Background: an optimization exercise with open tools, aiming at small area. Do not read the settings as production practice. Where RTL was checked, it was by simulation tests only, not by an equivalence proof against the original.

==> flow/design.v <==
`default_nettype none
package ohlc_pkg;
  localparam int unsigned TIME_W  = 32;
  localparam int unsigned PRICE_W = 40;
  localparam int unsigned BW_W    = 17;
  localparam int unsigned END_W   = TIME_W + 1;
  localparam logic [BW_W-1:0] BIN_WIDTH_RESET = BW_W'(3600);
  localparam int unsigned     MAX_GAP_BARS_DEF = 16;
  localparam int unsigned APB_DATA_W = 32;
  localparam int unsigned APB_ADDR_W = 2;
endpackage
`default_nettype wire
`default_nettype none
import ohlc_pkg::*;
module ohlc_bar_aggregator_top (
  input  wire logic                  clk_i,
  input  wire logic                  rst_ni,
  input  wire logic                  trade_valid_i,
  output logic                       trade_ready_o,
  input  wire logic [TIME_W-1:0]     trade_time_i,
  input  wire logic [PRICE_W-1:0]    trade_price_i,
  input  wire logic                  trade_end_of_batch_i,
  output logic                       bar_valid_o,
  input  wire logic                  bar_ready_i,
  output logic [TIME_W-1:0]          bar_time_o,
  output logic [PRICE_W-1:0]         bar_open_o,
  output logic [PRICE_W-1:0]         bar_high_o,
  output logic [PRICE_W-1:0]         bar_low_o,
  output logic [PRICE_W-1:0]         bar_close_o,
  output logic [1:0]                 bar_kind_o,
  output logic                       bar_gaps_dropped_o,
  output logic                       bar_last_result_o,
  input  wire logic                  psel,
  input  wire logic                  penable,
  input  wire logic                  pwrite,
  input  wire logic [APB_ADDR_W-1:0] paddr,
  input  wire logic [APB_DATA_W-1:0] pwdata,
  output logic [APB_DATA_W-1:0]      prdata,
  output logic                       pready
);
  localparam logic [3:0] S_IDLE = 4'd0;    
  localparam logic [3:0] S_F1   = 4'd1;    
  localparam logic [3:0] S_F2   = 4'd2;    
  localparam logic [3:0] S_FB   = 4'd3;    
  localparam logic [3:0] S_DIV0 = 4'd4;    
  localparam logic [3:0] S_DIV  = 4'd5;    
  localparam logic [3:0] S_NB1  = 4'd6;    
  localparam logic [3:0] S_SET  = 4'd7;    
  localparam logic [3:0] S_GINC = 4'd8;    
  localparam logic [3:0] S_GAP  = 4'd9;    
  localparam logic [3:0] S_PST1 = 4'd10;   
  localparam logic [3:0] S_PST2 = 4'd11;   
  localparam logic [3:0] S_U1   = 4'd12;   
  localparam logic [3:0] S_U2   = 4'd13;   
  localparam logic [3:0] S_NB2  = 4'd14;   
  localparam int unsigned GAP_W = 5;
  logic [BW_W-1:0]    bw_q;
  logic [3:0]         st_q;
  logic [3:0]         st_d;
  logic               open_q;
  logic               drop_q;
  logic               filled_q;
  logic               eob_q;
  logic [4:0]         cnt_q;
  logic               nbit_q;
  logic [GAP_W-1:0]   gcnt_q;
  logic [BW_W-1:0]    rem_q;
  logic [END_W-1:0]   e_q;
  logic [TIME_W-1:0]  t_q;
  logic [PRICE_W-1:0] p_q;
  logic [PRICE_W-1:0] o_q;
  logic [PRICE_W-1:0] h_q;
  logic [PRICE_W-1:0] l_q;
  always_ff @(posedge clk_i or negedge rst_ni) begin
    if (!rst_ni) begin
      bw_q <= BIN_WIDTH_RESET;
    end else if (psel && penable && pwrite && (paddr == 2'd0)) begin
      bw_q <= pwdata[BW_W-1:0];
    end
  end
  assign pready = 1'b1;
  assign prdata = (paddr == 2'd0) ? APB_DATA_W'(bw_q) : '0;
  logic [BW_W-1:0]    w;
  wire                beyond;
  logic [BW_W:0]      a;
  wire  [BW_W+1:0]    dsub;
  logic               fits;
  logic [BW_W-1:0]    rn;
  logic [BW_W-1:0]    s;
  logic [5:0]         q2;
  logic [GAP_W-1:0]   qn;
  logic [GAP_W:0]     g;
  logic               drop_c;
  logic [GAP_W-1:0]   shown;
  logic               sel_tw;
  logic               cmp;     
  logic               use_cf;
  logic [2:0]         scf_q;   
  logic [1:0]         wt_q;    
  logic               ok;
  logic [TIME_W-1:0]  xop;
  logic [END_W-1:0]   yop;
  wire  [END_W-1:0]   sum;
  logic               take_x;
  wire  [BW_W+2:0]    dc;      
  wire  [END_W:0]     sc;      
  wire  [PRICE_W:0]   hc;      
  wire  [PRICE_W:0]   lc;      
  wire                p_gt_h;
  wire                p_lt_l;
  always_comb begin
    w      = (bw_q == '0) ? BW_W'(1) : bw_q;
    a      = (st_q == S_PST2) ? {1'b0, rem_q} : {rem_q, nbit_q};
    sel_tw = (st_q == S_F2) || (st_q == S_GINC) || (st_q == S_PST2);
    xop    = sel_tw ? t_q : trade_time_i;
    cmp    = (st_q == S_IDLE) || (st_q == S_DIV0) || (st_q == S_DIV);
    use_cf = sel_tw || cmp;
  end
  always_comb begin
    fits   = !dsub[BW_W+1];
    rn     = fits ? dsub[BW_W-1:0] : a[BW_W-1:0];
    s      = ~dsub[BW_W-1:0];           
    q2     = {gcnt_q, fits};
    qn     = (q2 > 6'd17) ? GAP_W'(17) : q2[GAP_W-1:0];
    g      = {1'b0, gcnt_q} + {5'd0, !filled_q};
    drop_c = g > 6'd16;
    shown  = drop_c ? GAP_W'(16) : g[GAP_W-1:0];
    yop    = (st_q == S_PST2) ? END_W'(s) : (sel_tw ? END_W'(w) : (cmp ? ~e_q : '0));
    take_x = ((st_q == S_NB1) && bar_ready_i) || ((st_q == S_SET) && !filled_q);
  end
  wire [BW_W+1:0] dx = {1'b0, a};
  wire [BW_W+1:0] dy = {2'b11, ~w};
  assign dc[0] = 1'b1;
  for (genvar i = 0; i < BW_W + 2; i++) begin : g_d
    assign dsub[i]  = dx[i] ^ dy[i] ^ dc[i];
    assign dc[i+1]  = (dx[i] & dy[i]) | (dx[i] & dc[i]) | (dy[i] & dc[i]);
  end
  wire [END_W-1:0] sx = {1'b0, xop};
  wire [END_W-1:0] sy = yop;
  assign sc[0] = 1'b0;
  for (genvar i = 0; i < END_W; i++) begin : g_s
    wire c = (i == 11) ? (scf_q[0] & use_cf) :
             (i == 17) ? (scf_q[1] & use_cf) :
             (i == 25) ? (scf_q[2] & use_cf) : sc[i];
    assign sum[i]   = sx[i] ^ sy[i] ^ c;
    assign sc[i+1]  = (sx[i] & sy[i]) | (sx[i] & c) | (sy[i] & c);
  end
  assign beyond = sc[END_W];
  assign hc[0] = 1'b0;
  assign lc[0] = 1'b0;
  for (genvar i = 0; i < PRICE_W; i++) begin : g_c
    assign hc[i+1] = (p_q[i] & ~h_q[i]) | (p_q[i] & hc[i]) | (~h_q[i] & hc[i]);
    assign lc[i+1] = (l_q[i] & ~p_q[i]) | (l_q[i] & lc[i]) | (~p_q[i] & lc[i]);
  end
  assign p_gt_h = hc[PRICE_W];
  assign p_lt_l = lc[PRICE_W];
  assign ok = (wt_q == 2'd3);
  always_ff @(posedge clk_i) begin
    scf_q <= {sc[25], sc[17], sc[11]};
    if ((st_d != st_q) || ((st_q == S_IDLE) && !trade_valid_i)) wt_q <= 2'd0;
    else if (!ok) wt_q <= wt_q + 2'd1;
    nbit_q <= sum[~cnt_q];
  end
  always_ff @(posedge clk_i or negedge rst_ni) begin
    if (!rst_ni) begin
      cnt_q <= '0;
    end else begin
      cnt_q <= cnt_q + 5'd1;
    end
  end
  always_comb begin
    st_d = st_q;
    case (st_q)
      S_IDLE: begin
        if (trade_valid_i && ok) begin
          if (!open_q)      st_d = S_F1;
          else if (!beyond) st_d = S_U1;
          else              st_d = S_DIV0;
        end
      end
      S_F1:   st_d = S_F2;
      S_F2:   if (ok) st_d = S_FB;
      S_FB:   if (bar_ready_i) st_d = S_IDLE;
      S_DIV0: if (cnt_q == 5'd0) st_d = S_DIV;
      S_DIV:  if (cnt_q == 5'd0) st_d = filled_q ? S_NB1 : S_SET;
      S_NB1:  if (bar_ready_i) st_d = S_SET;
      S_SET:  st_d = (shown != '0) ? S_GINC : S_PST1;
      S_GINC: if (ok) st_d = S_GAP;
      S_GAP:  if (bar_ready_i) st_d = (gcnt_q == GAP_W'(1)) ? S_PST1 : S_GINC;
      S_PST1: st_d = S_PST2;
      S_PST2: if (ok) st_d = S_U2;
      S_U1:   st_d = S_U2;
      S_U2:   st_d = eob_q ? S_NB2 : S_IDLE;
      S_NB2:  if (bar_ready_i) st_d = S_IDLE;
      default: st_d = S_IDLE;
    endcase
  end
  always_ff @(posedge clk_i or negedge rst_ni) begin
    if (!rst_ni) begin
      st_q   <= S_IDLE;
      open_q <= 1'b0;
      drop_q <= 1'b0;
    end else begin
      st_q <= st_d;
      if (st_q == S_F1) open_q <= !trade_end_of_batch_i;
      if ((st_q == S_NB2) && bar_ready_i) open_q <= 1'b0;
      if (((st_q == S_NB1) || (st_q == S_NB2)) && bar_ready_i) drop_q <= 1'b0;
      if (st_q == S_SET) drop_q <= drop_q | drop_c;
    end
  end
  always_ff @(posedge clk_i) begin
    if ((st_q == S_F2) || (st_q == S_SET)) filled_q <= 1'b0;
    if (st_q == S_U2) filled_q <= 1'b1;
    if ((st_q == S_U1) || take_x) eob_q <= trade_end_of_batch_i;
    if (st_q == S_DIV0) begin
      gcnt_q <= '0;
      rem_q  <= '0;
    end
    if (st_q == S_DIV) begin
      gcnt_q <= qn;
      rem_q  <= rn;
    end
    if (st_q == S_SET)  gcnt_q <= shown;
    if ((st_q == S_GAP) && bar_ready_i) gcnt_q <= gcnt_q - GAP_W'(1);
    if ((((st_q == S_F2) || (st_q == S_PST2)) && ok) || take_x) e_q <= sum;
    if ((st_q == S_F1) || ((st_q == S_GINC) && ok) || (st_q == S_U1)) t_q <= sum[TIME_W-1:0];
    if (st_q == S_PST1) t_q <= e_q[TIME_W-1:0];
    if ((st_q == S_F1) || (st_q == S_U1) || take_x) p_q <= trade_price_i;
    if ((st_q == S_F2) || take_x || ((st_q == S_U1) && !filled_q)) o_q <= p_q;
    if ((st_q == S_F2) || take_x ||
        ((st_q == S_U2) && (!filled_q || p_gt_h))) h_q <= p_q;
    if ((st_q == S_F2) || take_x ||
        ((st_q == S_U2) && (!filled_q || p_lt_l))) l_q <= p_q;
  end
  always_comb begin
    trade_ready_o      = (st_q == S_F1) || (st_q == S_U1) || take_x;
    bar_valid_o        = (st_q == S_FB) || (st_q == S_NB1) || (st_q == S_GAP) || (st_q == S_NB2);
    bar_kind_o         = (st_q == S_FB) ? 2'd0 : ((st_q == S_GAP) ? 2'd2 : 2'd1);
    bar_gaps_dropped_o = drop_q && (st_q != S_GAP);
    case (st_q)
      S_NB1:   bar_last_result_o = (gcnt_q == '0) && !trade_end_of_batch_i;
      S_GAP:   bar_last_result_o = (gcnt_q == GAP_W'(1)) && !eob_q;
      default: bar_last_result_o = 1'b1;
    endcase
    bar_time_o  = t_q;
    bar_open_o  = o_q;
    bar_high_o  = h_q;
    bar_low_o   = l_q;
    bar_close_o = (st_q == S_GAP) ? o_q : p_q;
  end
endmodule
`default_nettype wire
Settings: LEC_CHECK=0, ABC_AREA=1, CAP_MARGIN=0, CORE_MARGIN=2, CORE_UTILIZATION=40, CTS_BUF_LIST=sky130_fd_sc_hd__clkbuf_4, PLACE_DENSITY=0.6, SLEW_MARGIN=0; clock period 10.0 ns.
standard.sh (not shown) runs the stock make flow with config.mk's settings and CLKGATE_MAP_FILE= SYNTH_SCRIPT=/design/flow/synth_recipe.tcl, a recipe that flattens the netlist after the stock synthesis.
==> flow/flow/run.sh <==
#!/bin/bash
set -euo pipefail
export BUFFER_PORTS_ARGS="-buffer_cell sky130_fd_sc_hd__buf_1"
export CTS_ARGS="-sink_clustering_enable -repair_clock_nets -dont_use_dummy_load -buf_list {sky130_fd_sc_hd__clkbuf_4 sky130_fd_sc_hd__clkbuf_8} -sink_clustering_size 12 -sink_clustering_max_diameter 100"
bash standard.sh > standard.log 2>&1
The starting point passed the timing, DRC and antenna checks.
==> next run, changes <==
--- a/flow/design.v
+++ b/flow/design.v
@@ -82,6 +82,7 @@
   assign prdata = (paddr == 2'd0) ? APB_DATA_W'(bw_q) : '0;
   logic [BW_W-1:0]    w;
   wire                beyond;
+  wire  [END_W-1:0]   n;
   logic [BW_W:0]      a;
   wire  [BW_W+1:0]    dsub;
   logic               fits;
@@ -93,15 +94,15 @@
   logic               drop_c;
   logic [GAP_W-1:0]   shown;
   logic               sel_tw;
-  logic               cmp;     
-  logic               use_cf;
-  logic [2:0]         scf_q;   
+  logic [1:0]         ncf_q;   
+  logic [1:0]         scf_q;   
   logic [1:0]         wt_q;    
   logic               ok;
   logic [TIME_W-1:0]  xop;
-  logic [END_W-1:0]   yop;
+  logic [BW_W-1:0]    yop;
   wire  [END_W-1:0]   sum;
   logic               take_x;
+  wire  [END_W:0]     nc;      
   wire  [BW_W+2:0]    dc;      
   wire  [END_W:0]     sc;      
   wire  [PRICE_W:0]   hc;      
@@ -113,8 +114,6 @@
     a      = (st_q == S_PST2) ? {1'b0, rem_q} : {rem_q, nbit_q};
     sel_tw = (st_q == S_F2) || (st_q == S_GINC) || (st_q == S_PST2);
     xop    = sel_tw ? t_q : trade_time_i;
-    cmp    = (st_q == S_IDLE) || (st_q == S_DIV0) || (st_q == S_DIV);
-    use_cf = sel_tw || cmp;
   end
   always_comb begin
     fits   = !dsub[BW_W+1];
@@ -125,9 +124,18 @@
     g      = {1'b0, gcnt_q} + {5'd0, !filled_q};
     drop_c = g > 6'd16;
     shown  = drop_c ? GAP_W'(16) : g[GAP_W-1:0];
-    yop    = (st_q == S_PST2) ? END_W'(s) : (sel_tw ? END_W'(w) : (cmp ? ~e_q : '0));
+    yop    = (st_q == S_PST2) ? s : (sel_tw ? w : '0);
     take_x = ((st_q == S_NB1) && bar_ready_i) || ((st_q == S_SET) && !filled_q);
   end
+  wire [END_W-1:0] nx = {1'b0, trade_time_i};
+  wire [END_W-1:0] ny = ~e_q;
+  assign nc[0] = 1'b0;
+  for (genvar i = 0; i < END_W; i++) begin : g_n
+    wire c = (i == 11) ? ncf_q[0] : ((i == 22) ? ncf_q[1] : nc[i]);
+    assign n[i]    = nx[i] ^ ny[i] ^ c;
+    assign nc[i+1] = (nx[i] & ny[i]) | (nx[i] & c) | (ny[i] & c);
+  end
+  assign beyond = nc[END_W];
   wire [BW_W+1:0] dx = {1'b0, a};
   wire [BW_W+1:0] dy = {2'b11, ~w};
   assign dc[0] = 1'b1;
@@ -136,16 +144,13 @@
     assign dc[i+1]  = (dx[i] & dy[i]) | (dx[i] & dc[i]) | (dy[i] & dc[i]);
   end
   wire [END_W-1:0] sx = {1'b0, xop};
-  wire [END_W-1:0] sy = yop;
+  wire [END_W-1:0] sy = {16'd0, yop};
   assign sc[0] = 1'b0;
   for (genvar i = 0; i < END_W; i++) begin : g_s
-    wire c = (i == 11) ? (scf_q[0] & use_cf) :
-             (i == 17) ? (scf_q[1] & use_cf) :
-             (i == 25) ? (scf_q[2] & use_cf) : sc[i];
+    wire c = (i == 11) ? (scf_q[0] & sel_tw) : ((i == 22) ? (scf_q[1] & sel_tw) : sc[i]);
     assign sum[i]   = sx[i] ^ sy[i] ^ c;
     assign sc[i+1]  = (sx[i] & sy[i]) | (sx[i] & c) | (sy[i] & c);
   end
-  assign beyond = sc[END_W];
   assign hc[0] = 1'b0;
   assign lc[0] = 1'b0;
   for (genvar i = 0; i < PRICE_W; i++) begin : g_c
@@ -154,12 +159,13 @@
   end
   assign p_gt_h = hc[PRICE_W];
   assign p_lt_l = lc[PRICE_W];
-  assign ok = (wt_q == 2'd3);
+  assign ok = (wt_q == 2'd2);
   always_ff @(posedge clk_i) begin
-    scf_q <= {sc[25], sc[17], sc[11]};
+    ncf_q <= {nc[22], nc[11]};
+    scf_q <= {sc[22], sc[11]};
     if ((st_d != st_q) || ((st_q == S_IDLE) && !trade_valid_i)) wt_q <= 2'd0;
     else if (!ok) wt_q <= wt_q + 2'd1;
-    nbit_q <= sum[~cnt_q];
+    nbit_q <= n[~cnt_q];
   end
   always_ff @(posedge clk_i or negedge rst_ni) begin
     if (!rst_ni) begin
After rerunning: Routed wire length went down by 2.9%; worst setup slack got worse by 0.041 ns; cell count went down by 2.0%; utilization went down by 0.88 points; sequential share of layout area went down by 0.26 points; final area went up by 0.78%; global-route usage went down by 0.73 points; synthesized area went up by 2.1%; worst hold slack got worse by 0.0079 ns; clock skew went down by 0.030 ns; register-to-register slack got worse by 0.04 ns.
Function not checked in the first run of this note: the RTL went through the layout flow alone.

-- re-timing with driven ports --
Ports are ideal in the flow. The routed layouts listed here were re-timed in OpenROAD.
Step 1: set_driving_cell puts a clkbuf_16 on clk_i and a buf_2 on each other input, an assumption about the parent block.
Step 2 adds t to the input delays and takes it off the output delays; t is the mean of the earliest and latest rising clock arrival at the registers after step 1. Input paths then give back, and output paths get back, about the clock's delay inside the block.
Three values: ideal ports, drivers, drivers and shift; two values: the first two.
| run | t (ns) | setup slack, ns | worst slew at a driven data input, ns |
|---|---|---|---|
| the first run | 0.616 | 0.438 / 0.438 / 0.438 | 0.08 |
| the second run | 0.608 | 0.397 / 0.397 / 0.397 | 0.08 |
After both steps every run listed still meets setup and hold.
